Context: an optimization exercise on an open-source flow, tuned for small area, a short achievable clock period and few clock cycles per item. The choices shown serve that exercise and are no tape-out recipe.
Where RTL was checked, it was by simulation tests only, not by an equivalence proof against the original.
For run 1, only the layout was checked, not whether the RTL still works.
Power is estimated from default activity; no workload was simulated.

==> flow/design.v, too long to show whole: its modules and the start of the top module <==
// module fp_mul_pipe: 2408 lines
// module fp_fa: 4 lines
// module fp_ha: 4 lines
module fp_mul_pipe
#(
  parameter int EXP_W = 8,
  parameter int MAN_W = 23,
  localparam int W = 1 + EXP_W + MAN_W
) (
  input  logic         clk,
  input  logic         reset,
  input  logic         in_valid,
  output logic         in_ready,
  input  logic         rnd_mode,
  input  logic [W-1:0] a,
  input  logic [W-1:0] b,
  output logic         out_valid,
  input  logic         out_ready,
  output logic [W-1:0] c,
  output logic         ovf,
  output logic         unf,
  output logic         inv
);
  // ...
==> flow/flow/run.sh <==
#!/bin/bash
# Layout flow: the standard ORFS flow (standard.sh, unchanged synthesis),
# with port buffers of a plain small buffer cell instead of the default
# choice, and timing repair allowed to change cell footprints.
set -euo pipefail
bash standard.sh \
  MATCH_CELL_FOOTPRINT=0 \
  BUFFER_PORTS_ARGS="-buffer_cell sky130_fd_sc_hd__buf_2" \
  finish > standard.log 2>&1
==> flow/standard.sh <==
#!/bin/bash
# synth_recipe.tcl (not shown) runs the flow's synth.tcl, then flattens the netlist and writes it again
# the make line also repeats each setting of config.mk as NAME=value (left out here)
make -C /OpenROAD-flow-scripts/flow DESIGN_CONFIG=/design/flow/config.mk WORK_HOME=/design/flow/orfs CLKGATE_MAP_FILE= SYNTH_SCRIPT=/design/flow/synth_recipe.tcl "${@:-finish}"
==> flow/config.mk <==
export PLATFORM = sky130hd
export DESIGN_NAME = fp_mul_pipe
export DESIGN_NICKNAME = fp_mul_pipe
export VERILOG_FILES = /design/flow/design.v
export SDC_FILE = /design/flow/constraint.sdc
export NUM_CORES = 4
export LEC_CHECK = 0
export ABC_AREA = 1
export CAP_MARGIN = 20
export CORE_MARGIN = 2
export CORE_UTILIZATION = 55
export CTS_BUF_LIST = sky130_fd_sc_hd__clkbuf_8 sky130_fd_sc_hd__clkbuf_16
export SETUP_SLACK_MARGIN = 3.85
export SLEW_MARGIN = 20
export SYNTH_HIERARCHICAL = 1
export SYNTH_MINIMUM_KEEP_SIZE = 0
==> flow/constraint.sdc <==
create_clock -name core_clock -period 8.5 [get_ports {clk}]
set_input_delay 1.7000 -clock core_clock [delete_from_list [all_inputs] [get_ports {clk}]]
set_output_delay 1.7000 -clock core_clock [all_outputs]
set_load 0.01 [all_outputs]
==> results.yml, run 1 <==
detailed_routing:
  highest_layer: "met4"
  vias: 14979
  wl_met3_um: 4480
synth:
  syn_area_per_cell_um2: 10.2
  synth-adder-area-share: 0.330
  yosysTopAreaCellShare: 0.262
  async_reset_ff_frac: 0
  synthSimpleGateAreaFrac: 0.111
  synth_seq_area_share: 0.258
  syn_area_um2: 20300
clock_tree:
  ctsResizeCount: 9
  cts_root_buf: "clkbuf_16"
floorplanning:
  fp.dieW_um: 196
  dieArea_um2: 38400
  start_util: 0.556
timing:
  maxSlewViolCount: 0
  finClkSkew_ps: 28.4
hold_path:
  min_to: "e1[5]"
pwr:
  total_power_mw: 9.42
  pwr-share-comb: 0.732
grt:
  grt_max_degree: 73
  gr-total-overflow: 0
  use_met1: 0.413
setup_path:
  crit_path_frequent_cell: "fa_1"
  cp_slowest_stage_delay_ps: 570
  cp.depth: 12
outcome:
  status: "finished clean"
finish:
  nNonClkBuffers: 156
  area_growth_pct: 8.98
  n_fill_cell: 3114
placed_design:
  dp_slack_ps: 3440
==> run 2, diff against run 1 <==
--- a/flow/design.v
+++ b/flow/design.v
@@ -49,2 +49,26 @@
   logic [9:0] e0;
+  logic bo0;
+  logic bt0;
+  logic bo1;
+  logic bt1;
+  logic bo2;
+  logic bt2;
+  logic bo3;
+  logic bt3;
+  logic bo4;
+  logic bt4;
+  logic bo5;
+  logic bt5;
+  logic bo6;
+  logic bt6;
+  logic bo7;
+  logic bt7;
+  logic bo8;
+  logic bt8;
+  logic bo9;
+  logic bt9;
+  logic bo10;
+  logic bt10;
+  logic bo11;
+  logic bt11;
   assign en       = !vld2 | out_ready;
@@ -63,4 +87,4 @@
   end
-  logic bo0;
-  logic bt0;
+  logic bo0_d;
+  logic bt0_d;
   logic bn0;
@@ -92,4 +116,4 @@
   logic ns26;
-  logic bo1;
-  logic bt1;
+  logic bo1_d;
+  logic bt1_d;
   logic bn1;
@@ -121,4 +145,4 @@
   logic ns52;
-  logic bo2;
-  logic bt2;
+  logic bo2_d;
+  logic bt2_d;
   logic bn2;
@@ -150,4 +174,4 @@
   logic ns78;
-  logic bo3;
-  logic bt3;
+  logic bo3_d;
+  logic bt3_d;
   logic bn3;
@@ -179,4 +203,4 @@
   logic ns104;
-  logic bo4;
-  logic bt4;
+  logic bo4_d;
+  logic bt4_d;
   logic bn4;
@@ -208,4 +232,4 @@
   logic ns130;
-  logic bo5;
-  logic bt5;
+  logic bo5_d;
+  logic bt5_d;
   logic bn5;
@@ -237,4 +261,4 @@
   logic ns156;
-  logic bo6;
-  logic bt6;
+  logic bo6_d;
+  logic bt6_d;
   logic bn6;
@@ -266,4 +290,4 @@
   logic ns182;
-  logic bo7;
-  logic bt7;
+  logic bo7_d;
+  logic bt7_d;
   logic bn7;
@@ -295,4 +319,4 @@
   logic ns208;
-  logic bo8;
-  logic bt8;
+  logic bo8_d;
+  logic bt8_d;
   logic bn8;
@@ -324,4 +348,4 @@
   logic ns234;
-  logic bo9;
-  logic bt9;
+  logic bo9_d;
+  logic bt9_d;
   logic bn9;
@@ -353,4 +377,4 @@
   logic ns260;
-  logic bo10;
-  logic bt10;
+  logic bo10_d;
+  logic bt10_d;
   logic bn10;
@@ -382,4 +406,4 @@
   logic ns286;
-  logic bo11;
-  logic bt11;
+  logic bo11_d;
+  logic bt11_d;
   logic bn11;
@@ -1172,4 +1196,26 @@
   logic r1_48_0;
-  assign bo0 = bm[0] ^ 1'b0;
-  assign bt0 = (bm[1] & ~bm[0] & ~1'b0) | (~bm[1] & bm[0] & 1'b0);
+  assign bo0_d = b[0] ^ 1'b0;
+  assign bt0_d = (b[1] & ~b[0] & ~1'b0) | (~b[1] & b[0] & 1'b0);
+  assign bo1_d = b[2] ^ b[1];
+  assign bt1_d = (b[3] & ~b[2] & ~b[1]) | (~b[3] & b[2] & b[1]);
+  assign bo2_d = b[4] ^ b[3];
+  assign bt2_d = (b[5] & ~b[4] & ~b[3]) | (~b[5] & b[4] & b[3]);
+  assign bo3_d = b[6] ^ b[5];
+  assign bt3_d = (b[7] & ~b[6] & ~b[5]) | (~b[7] & b[6] & b[5]);
+  assign bo4_d = b[8] ^ b[7];
+  assign bt4_d = (b[9] & ~b[8] & ~b[7]) | (~b[9] & b[8] & b[7]);
+  assign bo5_d = b[10] ^ b[9];
+  assign bt5_d = (b[11] & ~b[10] & ~b[9]) | (~b[11] & b[10] & b[9]);
+  assign bo6_d = b[12] ^ b[11];
+  assign bt6_d = (b[13] & ~b[12] & ~b[11]) | (~b[13] & b[12] & b[11]);
+  assign bo7_d = b[14] ^ b[13];
+  assign bt7_d = (b[15] & ~b[14] & ~b[13]) | (~b[15] & b[14] & b[13]);
+  assign bo8_d = b[16] ^ b[15];
+  assign bt8_d = (b[17] & ~b[16] & ~b[15]) | (~b[17] & b[16] & b[15]);
+  assign bo9_d = b[18] ^ b[17];
+  assign bt9_d = (b[19] & ~b[18] & ~b[17]) | (~b[19] & b[18] & b[17]);
+  assign bo10_d = b[20] ^ b[19];
+  assign bt10_d = (b[21] & ~b[20] & ~b[19]) | (~b[21] & b[20] & b[19]);
+  assign bo11_d = b[22] ^ b[21];
+  assign bt11_d = (1'b1 & ~b[22] & ~b[21]) | (~1'b1 & b[22] & b[21]);
   assign bn0 = bm[1];
@@ -1201,4 +1247,2 @@
   assign ns26 = ~bn0;
-  assign bo1 = bm[2] ^ bm[1];
-  assign bt1 = (bm[3] & ~bm[2] & ~bm[1]) | (~bm[3] & bm[2] & bm[1]);
   assign bn1 = bm[3];
@@ -1230,4 +1274,2 @@
   assign ns52 = ~bn1;
-  assign bo2 = bm[4] ^ bm[3];
-  assign bt2 = (bm[5] & ~bm[4] & ~bm[3]) | (~bm[5] & bm[4] & bm[3]);
   assign bn2 = bm[5];
@@ -1259,4 +1301,2 @@
   assign ns78 = ~bn2;
-  assign bo3 = bm[6] ^ bm[5];
-  assign bt3 = (bm[7] & ~bm[6] & ~bm[5]) | (~bm[7] & bm[6] & bm[5]);
   assign bn3 = bm[7];
@@ -1288,4 +1328,2 @@
   assign ns104 = ~bn3;
-  assign bo4 = bm[8] ^ bm[7];
-  assign bt4 = (bm[9] & ~bm[8] & ~bm[7]) | (~bm[9] & bm[8] & bm[7]);
   assign bn4 = bm[9];
@@ -1317,4 +1355,2 @@
   assign ns130 = ~bn4;
-  assign bo5 = bm[10] ^ bm[9];
-  assign bt5 = (bm[11] & ~bm[10] & ~bm[9]) | (~bm[11] & bm[10] & bm[9]);
   assign bn5 = bm[11];
@@ -1346,4 +1382,2 @@
   assign ns156 = ~bn5;
-  assign bo6 = bm[12] ^ bm[11];
-  assign bt6 = (bm[13] & ~bm[12] & ~bm[11]) | (~bm[13] & bm[12] & bm[11]);
   assign bn6 = bm[13];
@@ -1375,4 +1409,2 @@
   assign ns182 = ~bn6;
-  assign bo7 = bm[14] ^ bm[13];
-  assign bt7 = (bm[15] & ~bm[14] & ~bm[13]) | (~bm[15] & bm[14] & bm[13]);
   assign bn7 = bm[15];
@@ -1404,4 +1436,2 @@
   assign ns208 = ~bn7;
-  assign bo8 = bm[16] ^ bm[15];
-  assign bt8 = (bm[17] & ~bm[16] & ~bm[15]) | (~bm[17] & bm[16] & bm[15]);
   assign bn8 = bm[17];
@@ -1433,4 +1463,2 @@
   assign ns234 = ~bn8;
-  assign bo9 = bm[18] ^ bm[17];
-  assign bt9 = (bm[19] & ~bm[18] & ~bm[17]) | (~bm[19] & bm[18] & bm[17]);
   assign bn9 = bm[19];
@@ -1462,4 +1490,2 @@
   assign ns260 = ~bn9;
-  assign bo10 = bm[20] ^ bm[19];
-  assign bt10 = (bm[21] & ~bm[20] & ~bm[19]) | (~bm[21] & bm[20] & bm[19]);
   assign bn10 = bm[21];
@@ -1491,4 +1517,2 @@
   assign ns286 = ~bn10;
-  assign bo11 = bm[22] ^ bm[21];
-  assign bt11 = (1'b1 & ~bm[22] & ~bm[21]) | (~1'b1 & bm[22] & bm[21]);
   assign bn11 = 1'b1;
@@ -1920,2 +1944,26 @@
     st0 <= st_d;
+    bo0 <= bo0_d;
+    bt0 <= bt0_d;
+    bo1 <= bo1_d;
+    bt1 <= bt1_d;
+    bo2 <= bo2_d;
+    bt2 <= bt2_d;
+    bo3 <= bo3_d;
+    bt3 <= bt3_d;
+    bo4 <= bo4_d;
+    bt4 <= bt4_d;
+    bo5 <= bo5_d;
+    bt5 <= bt5_d;
+    bo6 <= bo6_d;
+    bt6 <= bt6_d;
+    bo7 <= bo7_d;
+    bt7 <= bt7_d;
+    bo8 <= bo8_d;
+    bt8 <= bt8_d;
+    bo9 <= bo9_d;
+    bt9 <= bt9_d;
+    bo10 <= bo10_d;
+    bt10 <= bt10_d;
+    bo11 <= bo11_d;
+    bt11 <= bt11_d;
   end
--- a/flow/config.mk
+++ b/flow/config.mk
@@ -10,5 +10,5 @@
 export CORE_MARGIN = 2
-export CORE_UTILIZATION = 55
+export CORE_UTILIZATION = 40
 export CTS_BUF_LIST = sky130_fd_sc_hd__clkbuf_8 sky130_fd_sc_hd__clkbuf_16
-export SETUP_SLACK_MARGIN = 3.85
+export SETUP_SLACK_MARGIN = 4.0
 export SLEW_MARGIN = 20
==> results.yml, run 2 <==
outcome:
  status: "finished clean"
pwr:
  switchingPower_mw: 4.57
  power.internal_mw: 4.91
  peakVddDrop_v: 0.000221
  seqPwrFrac: 0.189
  p_clk_frac: 0.082
  pwr-share-comb: 0.729
  switching_share: 0.482
  total_power_mw: 9.48
  p_per_area_nw_per_um2: 417
  leakagePower_nw: 9.66
clock_tree:
  clock_path_buffers: 2
  cts_sinks: 187
  cts_root_buf: "clkbuf_16"
  insertion_delay_ps: 490
  clkTransAtPathRegs_ps: 70
  numCtsBuffers: 17
  cts_tree: "yes"
  htreeDepth: 4
synth:
  yosysWarnings: 7
  ys_top_cells_by_area: "edfxtp_1 27%, fa_1 26%, xor2_1 12%"
  synth_area_leader_cell: "edfxtp_1"
  ys_types: 50
  synth_top_flop_cell: "edfxtp_1"
  async_reset_ff_frac: 0
  syn_area_um2: 20800
  synth_edf_count: 184
  synthTopCellsByCount: "294 x xor2_1, 265 x fa_1, 265 x o22ai_1"
  yosysTopAreaCellShare: 0.266
  synth_seq_area_share: 0.269
  ys_ff_latch: 187
  syn_area_per_cell_um2: 10.1
  syn_inst: 2056
  synth_most_common_cell: "xor2_1"
finish:
  largest-register: "c_q"
  final_cell_mix: "294 x xor2_1, 265 x o22ai_1, 265 x fa_1"
  final_area_um2: 22700
  layout-drive-gt1-share: 0.123
  n_fill_cell: 4927
  seq_area_um2: 5590
  area_growth_pct: 9.40
  multiInputGateArea_um2: 14000
  nets: 2547
  final_common_cell: "xor2_1"
  reg.largest.list: "c_q x32, am x23, bm x12"
  largest_reg_flops: 32
  diodes: 0
  finalNonFillerCells: 2795
detailed_routing:
  remaining_drc_errors: 0
  postRouteAntennaNets: 0
  viasPerCell: 5.53
  vias: 15443
  wire_per_inst_um: 20.4
  wirelength_um: 56900
  drt_first_iter_violations: 1229
  drtPass1Iterations: 5
placed_design:
  placed_cell_area_um2: 21900
  port_buffers: 105
  place.gp.congestion: 0.895
  dp.cells: 2751
  dp_slack_ps: 3570
  dp_hpwl_um: 41000
timing:
  hold_viol_final: 0
  slew_headroom: 0.312
  maxSlewViolCount: 0
  tns_ps: 0
  fin_ws_ps: 4100
  rsz0062_at_grt: "yes"
  fin_crit_sh: 0.517
  period_needed_ps: 4400
  fmaxAchievable_mhz: 227
  setup_viol_count_final: 0
  tightestPinTransition_ps: 1030
  finClkSkew_ps: 21.3
setup_path:
  cp.buffers_inverters: 1
  crit_path_frequent_cell: "fa_1"
  cp_slowest_stage_delay_ps: 660
  cp-end-kind: "register"
  slowest_stage: "clkinvlp_2"
  start_kind: "register"
  worst_ep_arrival_time_ps: 4610
  path_class: "register to register"
  path_cells: "clkinvlp_2, o22ai_1, xor2_1, fa_1, fa_1, fa_1, fa_1, fa_1"
  critPathMaxFanout: 12
  cp_top_family: "adder cells"
  critPathRequiredTime_ps: 8720
floorplanning:
  dieArea_um2: 53800
  start_util: 0.405
  fp.dieW_um: 232
  core_um2: 51300
  num_rows: 83
  ios: 106
  die_h_um: 232
grt:
  track_usage: 0.216
  grt_pass1_wl_um: 89200
  antenna_found_initial: 0
  grt_max_degree: 75
  gr-total-overflow: 0
  grt_pass1_vias: 16003
hold_path:
  worstHoldPathType: "register to register"
flow_run:
  maxCapViolCount: 0
==> run 2: changes by cell type after synthesis, moves of 4 or more <==
| cell | previous run | this run |
|---|---|---|
| a21oi_1 | 36 | 50 |
| edfxtp_1 | 172 | 184 |
| nand4_1 | 13 | 20 |
| nand2_2 | 34 | 20 |
| buf_4 | 0 | 4 |
| nor2_1 | 89 | 94 |
| xnor2_1 | 21 | 17 |
| xor2_1 | 286 | 294 |
| nand3_1 | 78 | 82 |
| buf_6 | 6 | 2 |
| buf_1 | 51 | 43 |
| inv_1 | 168 | 207 |
| clkbuf_1 | 79 | 88 |
| nand2_8 | 4 | 0 |
==> run 2: final timing paths <==
check / from / to / slack, ps / cells after the start
setup / recovery: am[7] / r1_26_1 / 4100 / 8
hold / removal: e0[7] / e1[7] / 410 / 0
setup reg to reg: am[7] / r1_26_1 / 4100 / 8
hold reg to reg: e0[7] / e1[7] / 410 / 0
==> run 2: worst register-to-register path, delay by kind of cell, from the launching register on <==
family                   cells  cell delay, ps
adder cells (fa/ha/maj)      5            2260
AO/OA/AOI/OAI                1             390
flip-flops                   1             580
buffers and inverters        1             670
XOR/XNOR                     1             250
==> run 2: final cells by class <==
class                   instances  area share
inverters                     209      0.0367
multi-input cells            1533       0.616
repair inverters                2    0.000440
clock inverters                15     0.00611
clock buffers                  17      0.0187
well taps                     680      0.0374
repair buffers                152      0.0387
flip-flops and latches        187       0.246
==> run 2: logic make-up after synthesis <==
logic type,count (synthesis),share of synthesized area
and+or+nand+nor,461,0.103
xor gates and xnor gates,311,0.131
muxes,3,0.00163
AOI/OAI and AO/OA,365,0.107
other,2,0.000362
adders and majority gates,376,0.322
buffers and inverters,351,0.0657
DFF,187,0.269
==> run 2: modules after synthesis (local to each module, per instance) <==
module	area, um2	flip-flops and latches	times used	cells
fp_ha	12.5	0	79	1
fp_mul_pipe	14500	187	1	1713
fp_fa	20.0	0	264	1
==> run 2: power by group through the flow <==
stage	sequential, mW	clock, mW	combinational [mW]
floorplan	1.83	0	4.99
global placement	1.81	0	6.69
detailed placement	1.81	0	6.83
CTS	1.80	0.806	6.90
global route	1.82	0.837	7.94
finish	1.79	0.776	6.91
==> run 2: through the flow <==
stage	util	hold slack (ps)
detailed placement	0.427	405
global route	0.443	423
floorplan	-	400
finish	0.443	413
global placement	0.427	405
CTS	0.439	418
==> run 2: repair_timing <==
item / 4_1_cts / 5_1_grt
hold buffers: 0 / 0
gates cloned: 1 / 5
buffers inserted: 0 / 6
gates resized for setup: 3 / 23
endpoints found under the setup margin: 33 / 41
pin swaps: 1 / 1
==> run 2: routing by layer <==
layer  GRT usage  routed length (um)  vias to the layer above
met1       0.284               24200                     7512
met2       0.332               25700                      727
met4       0.107                2440                        0
li1            -                   -                     7063
met5           0                   0                        -
met3      0.0523                4590                      141
Testbench counts of run 2, summed over its fixed seeds: cycles 16,024, items 16,000.

==> what the ideal ports hide <==
The flow's constraints put no driver on any port. The routed layouts listed below were extracted and timed again, unchanged, in two steps.
Step 1, drivers: a clkbuf_16 drives clk and a buf_2 each remaining input, both assumed.
Step 2 also shifts input and output timing later by t, the mid clock arrival at the registers, as if the neighbouring blocks saw the same clock.
a / b / c = ideal ports / drivers / drivers and shift; a / b = the first two.
| run | t (ns) | setup slack, ns | worst hold slack (ns) | pins driven straight from the clock port |
|---|---|---|---|---|
| run 1 | 0.505 | 3.880 / 3.880 / 3.880 | 0.417 / 0.417 / 0.417 | 1 |
| run 2 | 0.540 | 4.104 / 4.104 / 3.939 | 0.413 / 0.413 / 0.413 | 1 |
After both steps setup and hold are still met in every run listed. The setup slack of run 2, which loses most, moves by 0.000 ns with the drivers and by -0.165 ns with both steps.
